Source: an optimization exercise on an open RTL-to-GDS flow (aim: small area and a short achievable clock period). Production flows keep margins and buffers that such runs may drop.
Function was checked by simulation only, so behaviour that the tests miss may differ from the original.

File: flow/config.mk
export PLATFORM = sky130hd
export DESIGN_NAME = md_sched
export DESIGN_NICKNAME = md_sched
export VERILOG_FILES = /design/flow/design.v
export SDC_FILE = /design/flow/constraint.sdc
export NUM_CORES = 4
export LEC_CHECK = 0
export CAP_MARGIN = 20
export CORE_MARGIN = 2
export CORE_UTILIZATION = 40
export SLEW_MARGIN = 20
File: flow/constraint.sdc
create_clock -name core_clock -period 100.0 [get_ports {clk}]
set_input_delay 20.0000 -clock core_clock [delete_from_list [all_inputs] [get_ports {clk}]]
set_output_delay 20.0000 -clock core_clock [all_outputs]
set_load 0.01 [all_outputs]
File: flow/design.v
module md_sched #(
    parameter int unsigned MULT_CYCLES = 5,
    parameter int unsigned DIV_CYCLES  = 10
) (
    input  logic        clk,
    input  logic        reset_n,
    input  logic [2:0]  e_op,
    input  logic [31:0] e_rs,
    input  logic [31:0] e_rt,
    input  logic        e_kill,
    input  logic        d_is_md,
    output logic [31:0] hi,
    output logic [31:0] lo,
    output logic        busy,
    output logic        md_stall
);
    typedef enum logic [2:0] {
        OP_NONE  = 3'd0,
        OP_MULT  = 3'd1,
        OP_MULTU = 3'd2,
        OP_DIV   = 3'd3,
        OP_DIVU  = 3'd4,
        OP_MTHI  = 3'd5,
        OP_MTLO  = 3'd6,
        OP_RSVD  = 3'd7
    } md_op_e;
    typedef enum logic {
        IDLE,
        BUSY
    } state_e;
    state_e      state;
    logic [3:0]  count;
    logic [63:0] pending;
    logic        pend_wr;
    logic [31:0] hi_q;
    logic [31:0] lo_q;
    logic        busy_q;
    md_op_e      eff_op;
    logic        issue_md;
    logic        is_mult;
    logic        signed_div;
    logic        div_zero;
    logic [63:0] ext_rs;
    logic [63:0] ext_rt;
    logic [63:0] product;
    logic [31:0] rs_mag;
    logic [31:0] rt_mag;
    logic [31:0] q_mag;
    logic [31:0] r_mag;
    logic [31:0] quot;
    logic [31:0] rem;
    logic [63:0] md_result;
    always_comb begin
        eff_op   = e_kill ? OP_NONE : md_op_e'(e_op);
        issue_md = (eff_op == OP_MULT) || (eff_op == OP_MULTU) ||
                   (eff_op == OP_DIV) || (eff_op == OP_DIVU);
        is_mult  = (eff_op == OP_MULT) || (eff_op == OP_MULTU);
    end
    always_comb begin
        signed_div = (eff_op == OP_DIV);
        div_zero   = (e_rt == '0);
        if (eff_op == OP_MULT) begin
            ext_rs = {{32{e_rs[31]}}, e_rs};
            ext_rt = {{32{e_rt[31]}}, e_rt};
        end else begin
            ext_rs = {32'd0, e_rs};
            ext_rt = {32'd0, e_rt};
        end
        product = ext_rs * ext_rt;
        rs_mag = (signed_div && e_rs[31]) ? (32'd0 - e_rs) : e_rs;
        rt_mag = (signed_div && e_rt[31]) ? (32'd0 - e_rt) : e_rt;
        if (div_zero) begin
            q_mag = '0;
            r_mag = '0;
        end else begin
            q_mag = rs_mag / rt_mag;
            r_mag = rs_mag % rt_mag;
        end
        quot = (signed_div && (e_rs[31] ^ e_rt[31])) ? (32'd0 - q_mag) : q_mag;
        rem  = (signed_div && e_rs[31]) ? (32'd0 - r_mag) : r_mag;
        md_result = is_mult ? product : {rem, quot};
    end
    always_ff @(posedge clk or negedge reset_n) begin
        if (!reset_n) begin
            state   <= IDLE;
            count   <= '0;
            pending <= '0;
            pend_wr <= 1'b0;
            hi_q    <= '0;
            lo_q    <= '0;
            busy_q  <= 1'b0;
        end else begin
            case (state)
                IDLE: begin
                    if (issue_md) begin
                        pending <= md_result;
                        pend_wr <= is_mult || !div_zero;
                        count   <= is_mult ? 4'(MULT_CYCLES) : 4'(DIV_CYCLES);
                        busy_q  <= 1'b1;
                        state   <= BUSY;
                    end else if (eff_op == OP_MTHI) begin
                        hi_q <= e_rs;
                    end else if (eff_op == OP_MTLO) begin
                        lo_q <= e_rs;
                    end
                end
                BUSY: begin
                    count <= count - 4'd1;
                    if (count <= 4'd1) begin
                        if (pend_wr) begin
                            {hi_q, lo_q} <= pending;
                        end
                        busy_q <= 1'b0;
                        state  <= IDLE;
                    end
                end
            endcase
        end
    end
    assign hi       = hi_q;
    assign lo       = lo_q;
    assign busy     = busy_q;
    assign md_stall = d_is_md && (busy_q || issue_md);
endmodule
File: flow/run.sh
#!/bin/bash
# synth_recipe.tcl (not shown) runs the flow's synth.tcl, then flattens the netlist and writes it again
# the make line also repeats each setting of config.mk as NAME=value (left out here)
make -C /OpenROAD-flow-scripts/flow DESIGN_CONFIG=/design/flow/config.mk WORK_HOME=/design/flow/orfs CLKGATE_MAP_FILE= SYNTH_SCRIPT=/design/flow/synth_recipe.tcl finish
==> flow_metrics.tcl <==
set metrics [dict create \
    rr_endpoint "pending[60]" \
    postRouteWirelength_um 472000 \
    synthArstFlopShare 1.00 \
    core_area_um2 222000 \
    dp_slack_ps -4030 \
    antenna_found_initial 44 \
    slew_headroom 0.101 \
    fin_skew_ps 19.6 \
    cp_common_cell "buf_4" \
    final_cell_mix "1547 x inv_1, 1478 x nand2_1, 1441 x fa_1" \
    yosysWarnings 1 \
    ys_types 114 \
    cts_tree "done" \
    min_path_type "flip-flop to flip-flop" \
    cts-root-buf "clkbuf_16" \
    status "complete, no violations" \
    syn-num-nets 13500 \
    r2r_cells 4 \
    grt_pass1_wl_um 668000 \
    drc 0 \
    vias 92200 \
    slowest_delay_ps 790 \
    rows 173 \
    drtPass1Iterations 9 \
    cp.arrival_ps 97920 \
    grt_pass1_vias 93400 \
    vias_per_cell 6.09 \
    portBuffers 136 \
    cts_hold_buf 0 \
    rrSetupSlack_ps 97020 \
    cp.required_ps 100350 \
    hold_viol 0 \
    ant_nets 0 \
    worstSkewPairLatency_ps 500 \
    drv_cap 0 \
    die_h_um 476 \
    clockBufferDepth 2 \
    setup.worst_path.end_class "flip-flop" \
    syn_area_per_cell_um2 7.98 \
    start_util 0.401 \
    grt_start_max_net_pins 86 \
    clk_pin_slew_ps 70 \
    cts_sinks 135 \
    worst_path_max_delay_cell "nor4b_2" \
    chipWidth_um 476 \
    setup_viol 0 \
    drt_iter0_markers 11400 \
    period_share 0.976 \
    synthesis.area_um2 89000 \
    worst_pin_slew_ps 1330 \
    wl_per_cell_um 31.2 \
    htree_levels 4 \
    path_delay_family "compound AO/OA/AOI/OAI gates" \
    place_congestion 1.11 \
    grt_use_total 0.413 \
    setup_ws_ps 2430 \
    ios 137 \
    worstReg2RegStart "state" \
    fmax_ghz 0.0102 \
    ys.flop_type "dfrtp_1" \
    mostFrequentLayoutCell "inv_1" \
    crit_fanout 27 \
    synth_cells 11200 \
    synth_edf_count 0 \
    final_layout_size_suffix_gt1_frac 0.152 \
    cts_buffers 17 \
    num-nets-final 14500 \
    cp-start-kind "input pin" \
    hpwlAfterDp_um 383000 \
    syn2layout_area_growth_pct 16.7 \
    hold_depth 2 \
    gr-total-overflow 0 \
    synth_seq_cells 135 \
    fin_setup_tns_ps 0 \
    min_period_ps 97570 \
    critPathKind "input pin to flip-flop" \
    endpoint "pending[62]" \
    seq_area_frac_synth 0.0379 \
    drv_slew 0 \
    crit_buf_inv 55 \
    dieArea_um2 226000 \
    cp.depth 349 \
    crit_start "e_op[1]" \
]
final cells by class:
| cell class | instances | area, um^2 |
|---|---|---|
| inverter | 1557 | 5840 |
| fill | 22100 | 118000 |
| clock buffer | 19 | 453 |
| antenna | 28 | 70.1 |
| clock inverter | 13 | 158 |
| sequential | 135 | 3380 |
| tap | 2975 | 3720 |
| multi-input combinational | 8950 | 79200 |
| timing repair buffer | 1454 | 11100 |
per-layer routing:
| metal | up-vias | GRT usage | share of wire |
|---|---|---|---|
| li1 | 39100 | - | - |
| met1 | 45800 | 0.538 | 0.39 |
| met2 | 5845 | 0.611 | 0.42 |
| met3 | 1450 | 0.0935 | 0.11 |
| met4 | 14 | 0.273 | 0.082 |
| met5 | - | 0.00448 | 0.00046 |
registers in the layout, summed over array words and instances (netlist names):
name,cells
count,4
pend_wr,1
hi_q,32
pending,64
lo_q,32
busy_q,1
state,1
worst min path at each step:
stage                       end         from  slack (ps)
detailed placement  pending[31]  pending[31]         470
global route        pending[57]  pending[57]         500
floorplan           pending[31]  pending[31]         440
CTS                 pending[31]  pending[31]         480
finish                 lo_q[21]     lo_q[21]         490
global placement    pending[31]  pending[31]         460
synthesized netlist by cell type (all sizes together) (98+ instances only):
library cell	number	area share
inv	1555	0.066
nand2	1492	0.063
fa	1442	0.32
ha	832	0.12
nor2	747	0.032
a21oi	686	0.039
o21ai	514	0.029
xnor2	355	0.035
clkbuf	352	0.015
and2	349	0.025
nor3	224	0.013
xor2	214	0.021
nand3	194	0.011
a21o	190	0.016
buf	163	0.0083
dfrtp	135	0.038
o21a	128	0.011
a31oi	113	0.0079
nand4	99	0.0072
a211oi	98	0.0086
stage by stage:
stage | std cells | utilization | hold WS, ps | instance area (um^2)
4_1_cts | 15100 | 0.463 | 482 | 103000
6_report | 15100 | 0.469 | 486 | 104000
5_1_grt | 15100 | 0.468 | 498 | 104000
3_5_place_dp | 15000 | 0.459 | 465 | 102000
3_3_place_gp | 15000 | 0.459 | 458 | 102000
2_1_floorplan | 11200 | - | 439 | 89000
worst register-to-register path, delay by kind of cell (launching register included):
family,cells,cell delay (ps)
and+or+nand+nor,2,880
DFF,1,790
AOI/OAI and AO/OA,1,380
buffers and inverters,1,810
kinds of logic after synthesis:
family          count (synthesis)  synth area share
simple gates                 3633             0.191
compound gates               2385             0.174
fa+ha+maj                    2274             0.441
buf+inv                      2072            0.0888
xor+xnor                      569            0.0560
flops                         135            0.0379
mux                            89            0.0107
what timing repair did:
action | CTS | global route
setup endpoints to repair | 64 | 64
setup buffers | 5 | 25
gates resized for setup | 48 | 233
pin swaps | 3 | 32

==> separate check: timing with driven ports <==
In the flow no input, the clock included, has a driving cell. The finished layout below was timed again as built, in two steps. Step 1, drivers: a clkbuf_16 drives clk and a buf_2 each remaining input, both assumed. Step 2 also shifts input and output timing later by t, the mid clock arrival at the registers, as if the neighbouring blocks saw the same clock. Slacks: ideal / step 1 / step 2; pairs: ideal / step 1.
t (ns): 0.557
setup WS [ns]: 2.428 / 2.464 / 1.906
worst setup path after step 2: input to register
worst register clock-pin slew, ns: 0.09 / 0.09
After both steps setup and hold are still met in this run. The setup slack of this run moves by +0.036 ns with the drivers and by -0.522 ns with both steps.
